Source: an optimization exercise on an open RTL-to-GDS flow (aim: small area, a short achievable clock period and few clock cycles). Production flows keep margins and buffers that such runs may drop. Only simulation tests tie the RTL to the original design; equivalence was not proved. Power is estimated from default activity; no workload was simulated.

== run 1 ==
// ex_stage
module ex_stage #(
    parameter int XLEN = 32
) (
    input  logic                      clk,
    input  logic                      rst_n_i,
    input  logic [ex_pkg::INST_W-1:0] inst_i,
    input  logic [XLEN-1:0]           inst_addr_i,
    input  logic [XLEN-1:0]           rs1_data_i,
    input  logic [XLEN-1:0]           rs2_data_i,
    output logic                      reg_w_ena_o,
    output logic [4:0]                reg_w_addr_o,
    output logic [XLEN-1:0]           reg_w_data_o,
    output logic                      mem_r_ena_o,
    output logic [XLEN-1:0]           mem_r_addr_o,
    output logic                      mem_w_ena_o,
    output logic [XLEN-1:0]           mem_w_addr_o,
    output logic [XLEN-1:0]           mem_w_data_o,
    output logic                      jump_flag_o,
    output logic [XLEN-1:0]           jump_addr_o,
    output logic                      div_hold_o
);
Size: roughly 3800 cells after synthesis, roughly 110 flip-flops, roughly 300 I/O pins.
export LEC_CHECK = 0
export ABC_AREA = 1
export CAP_MARGIN = 20
export CORE_MARGIN = 2
export CORE_UTILIZATION = 40
export SETUP_SLACK_MARGIN = 2.0
export SLEW_MARGIN = 20
create_clock -name core_clock -period 11.0 [get_ports {clk}]
standard.sh (not shown) runs the stock make flow with config.mk's settings and CLKGATE_MAP_FILE= SYNTH_SCRIPT=/design/flow/synth_recipe.tcl, a recipe that flattens the netlist after the stock synthesis.
==> flow/flow/run.sh <==
#!/bin/bash
# The standard layout, with each port buffered by buf_1 instead of the
# default delay-cell buffer. The make run's full output goes to flow_make.log.
set -euo pipefail
export BUFFER_PORTS_ARGS="-buffer_cell sky130_fd_sc_hd__buf_1"
bash standard.sh "BUFFER_PORTS_ARGS=-buffer_cell sky130_fd_sc_hd__buf_1" finish > flow_make.log 2>&1
Testbench counts of run 1, summed over its fixed seeds: cycles 5,373.
Setup changes, run 1 to run 2
# run 1
export LEC_CHECK = 0
export ABC_AREA = 1
export CAP_MARGIN = 20
export CORE_MARGIN = 2
export CORE_UTILIZATION = 40
export SETUP_SLACK_MARGIN = 2.0
export SLEW_MARGIN = 20
create_clock -name core_clock -period 11.0 [get_ports {clk}]
# run 2
export LEC_CHECK = 0
export ABC_AREA = 1
export CAP_MARGIN = 20
export CORE_MARGIN = 2
export CORE_UTILIZATION = 40
export SETUP_SLACK_MARGIN = 1.0
export SLEW_MARGIN = 20
create_clock -name core_clock -period 11.0 [get_ports {clk}]
==> flow/flow/run.sh <==
#!/bin/bash
# The standard layout, with each port buffered by buf_2 instead of the
# default delay-cell buffer. The make run's full output goes to flow_make.log.
set -euo pipefail
export BUFFER_PORTS_ARGS="-buffer_cell sky130_fd_sc_hd__buf_2"
bash standard.sh "BUFFER_PORTS_ARGS=-buffer_cell sky130_fd_sc_hd__buf_2" finish > flow_make.log 2>&1
Results
Delta (run 2 minus run 1): total global routing track utilization has decreased; final instance area now sits lower.
Summary: with run 1 as the reference, total design power in run 2 moved down slightly.
Re clock buffer count in the final layout: no difference whatsoever between run 2 and run 1.
Higher layout cell share with drive strength beyond 1 was reported by run 2, not run 1.
For clock network power consumption, dividing the value from run 2 by the value from run 1 gives 1.05.
Reported for run 2 and run 1, number of antenna-violating nets in the routed design turned out identical to the last digit.
Delta (run 2 minus run 1): final clock period utilization by the worst path saw an increase, relative slew slack lower, count of non-CTS buffers in the layout -34, number of cells in the finished layout apart from fillers decreased 0.78%.
> inputs changed (run 2 -> run 3)
# run 2
export LEC_CHECK = 0
export ABC_AREA = 1
export CAP_MARGIN = 20
export CORE_MARGIN = 2
export CORE_UTILIZATION = 40
export SETUP_SLACK_MARGIN = 1.0
export SLEW_MARGIN = 20
create_clock -name core_clock -period 11.0 [get_ports {clk}]
# run 3
export LEC_CHECK = 0
export ABC_AREA = 1
export CAP_MARGIN = 20
export CORE_MARGIN = 2
export CORE_UTILIZATION = 45
export SETUP_SLACK_MARGIN = 2.0
export SLEW_MARGIN = 20
create_clock -name core_clock -period 11.0 [get_ports {clk}]
==> flow/flow/run.sh <==
#!/bin/bash
# The standard layout, with each port buffered by buf_1 instead of the
# default delay-cell buffer. The make run's full output goes to flow_make.log.
set -euo pipefail
export BUFFER_PORTS_ARGS="-buffer_cell sky130_fd_sc_hd__buf_1"
bash standard.sh "BUFFER_PORTS_ARGS=-buffer_cell sky130_fd_sc_hd__buf_1" finish > flow_make.log 2>&1
## What came out
The endpoint of the worst setup timing path comes out reg_w_data_o[0] in one run and reg_w_data_o[3] in the other, namely in run 2 and run 3 respectively. Static power due to leakage was lower in run 3 than in run 2. Diff run 3..run 2 | routed wire length | negligible. Reported clock group power was lower in the run labelled run 3. The flow did not stop early for run 3: all stages ran, and the layout cleared the timing, design-rule and antenna checks. Combinational power of run 3 is on par with run 2. Delta (run 3 minus run 2): design area barely changed; fraction of area in registers stayed essentially flat. Between run 3 and run 2, placer congestion estimate is higher for run 3, run 2 comes in under that. Between run 3 and run 2, the wire length of the first global-routing pass is higher for run 2. Compare run 3 and run 2 | utilization after layout lower: run 2. As far as basic-gate share of the synthesized area counting and, or, nand and nor cells is concerned, run 2 and run 3 perform about the same. First element of the critical path = rs1_data_i[31]: run 2; first element of the critical path = inst_i[20]: run 3. Compared with run 2, run 3 shows a power in sequential cells that is about 2% higher.
diff inputs: run 3 => run 4
# run 3
export LEC_CHECK = 0
export ABC_AREA = 1
export CAP_MARGIN = 20
export CORE_MARGIN = 2
export CORE_UTILIZATION = 45
export SETUP_SLACK_MARGIN = 2.0
export SLEW_MARGIN = 20
create_clock -name core_clock -period 11.0 [get_ports {clk}]
# run 4
export LEC_CHECK = 0
export ABC_AREA = 1
export CAP_MARGIN = 20
export CORE_MARGIN = 2
export CORE_UTILIZATION = 45
export SETUP_SLACK_MARGIN = 3.0
export SLEW_MARGIN = 20
create_clock -name core_clock -period 11.0 [get_ports {clk}]
==> flow/flow/run.sh <==
#!/bin/bash
# The standard layout, with each port buffered by buf_2 instead of the
# default delay-cell buffer. The make run's full output goes to flow_make.log.
set -euo pipefail
export BUFFER_PORTS_ARGS="-buffer_cell sky130_fd_sc_hd__buf_2"
bash standard.sh "BUFFER_PORTS_ARGS=-buffer_cell sky130_fd_sc_hd__buf_2" finish > flow_make.log 2>&1
### Flow results
- NOTE power of the combinational group run 3->run 4 increased by more than 10%
- | number of nets in the final layout | run 4 vs run 3 | about 3.3% higher |
- Against run 3 as the reference, run 4 delivers a higher non-clock inverter instance count of the final layout.
- Taking run 3 as the reference, in run 4 largest net degree at the start of global routing went up 17; post-CTS resize count went up 260.
- Row setup slack: run 4 higher / run 3 lower
- Relative to run 3, routed length on met3 increased by about 25% in run 4.
- For run 4, the worst setup path startpoint was rs1_data_i[31], unlike run 3, where it was inst_i[20].
- Compared with run 3, run 4 shows smallest hold slack higher by 0.0035 ns.
- Diff run 3 -> run 4 | worst vdd rail ir drop | increase of 0.22 mV
- Delta (run 4 minus run 3): total power draw went up by 0.0010 W; part of the total power dissipated in the clock network went down 0.9 points.
--- input diff run 4..run 5 ---
# run 4
export LEC_CHECK = 0
export ABC_AREA = 1
export CAP_MARGIN = 20
export CORE_MARGIN = 2
export CORE_UTILIZATION = 45
export SETUP_SLACK_MARGIN = 3.0
export SLEW_MARGIN = 20
create_clock -name core_clock -period 11.0 [get_ports {clk}]
# run 5
export LEC_CHECK = 0
export ABC_AREA = 1
export CAP_MARGIN = 20
export CORE_MARGIN = 2
export CORE_UTILIZATION = 40
export SETUP_SLACK_MARGIN = 2.0
export SLEW_MARGIN = 20
create_clock -name core_clock -period 11.0 [get_ports {clk}]
[summary]
Comparing number of antenna violations at the first check in global routing for run 5 and run 4, the smaller number came from run 5.
Run 5 -> run 4: number of max-cap violations delta 0, exact match
In terms of clock skew, run 5 and run 4 differ only marginally.
Compared with run 4, run 5 shows a setup slack that is 0.72 ns lower.
Final non-filler cell total is higher on run 4
Summary of run 5 over run 4: fraction of the cycle the final worst path needs went up 6.6 points, aggregate global-route resource usage went down 6.2 points, maximum operating frequency went down about 8%.
Run 5 vs run 4 — number of buffers added for setup after CTS dropped 85.
Per the comparison of run 5 with run 4, CTS clock-pin slew for the worst setup and hold paths did not really move; met1 wire length shows an increase of about 1.6%.
Changes in run 6 relative to run 5:
# run 5
export LEC_CHECK = 0
export ABC_AREA = 1
export CAP_MARGIN = 20
export CORE_MARGIN = 2
export CORE_UTILIZATION = 40
export SETUP_SLACK_MARGIN = 2.0
export SLEW_MARGIN = 20
create_clock -name core_clock -period 11.0 [get_ports {clk}]
# run 6
export LEC_CHECK = 0
export ABC_AREA = 1
export CAP_MARGIN = 20
export CORE_MARGIN = 2
export CORE_UTILIZATION = 40
export SETUP_SLACK_MARGIN = 2.5
export SLEW_MARGIN = 20
export TNS_END_PERCENT = 20
create_clock -name core_clock -period 11.0 [get_ports {clk}]
==> flow/flow/run.sh <==
#!/bin/bash
# The standard layout, with each port buffered by buf_1 instead of the
# default delay-cell buffer. The make run's full output goes to flow_make.log.
set -euo pipefail
export BUFFER_PORTS_ARGS="-buffer_cell sky130_fd_sc_hd__buf_1"
bash standard.sh "BUFFER_PORTS_ARGS=-buffer_cell sky130_fd_sc_hd__buf_1" finish > flow_make.log 2>&1
==> results.txt <==
Going from run 5 to run 6, the design area was found to have gone up by 2.3%. Run 5 reports its end of the critical path as reg_w_data_o[4] while run 6 reports reg_w_data_o[5]. The share of total power in combinational logic number comes out lower for run 5 vs run 6. Delta (run 6 minus run 5): arrival time at the worst endpoint decreased by 0.21 ns relative to the old numbers, final wirelength saw an increase, minimum hold slack decreased 0.0078 ns.

## static timing again, ports no longer ideal
In the flow no input, the clock included, has a driving cell. The finished layouts below were timed again as built, in two steps.
Step 1 sets driving cells, clkbuf_16 on the clock port and buf_2 on the other inputs (assumed; they add their load-dependent delay and slew).
Step 2 adds t to the input delays and takes it off the output delays; t is the mean of the earliest and latest rising clock arrival at the registers after step 1. Input paths then give back, and output paths get back, about the clock's delay inside the block.
Three values: ideal ports, drivers, drivers and shift; two values: the first two.
run	t, ns	slack for setup (ns)	slew at the worst register clock pin (ns)
run 1	0.482	2.005 / 1.984 / 1.984	0.10 / 0.10
run 2	0.491	1.297 / 1.275 / 1.275	0.11 / 0.11
run 3	0.492	2.052 / 2.028 / 2.028	0.11 / 0.11
run 4	0.482	2.688 / 2.577 / 2.577	0.11 / 0.11
run 5	0.487	1.965 / 1.944 / 1.944	0.11 / 0.11
run 6	0.485	2.173 / 2.151 / 2.151	0.10 / 0.10
After both steps setup and hold are still met in every run listed. For run 4, which loses most, drivers alone change the setup slack by -0.111 ns; drivers and shift together by -0.111 ns.
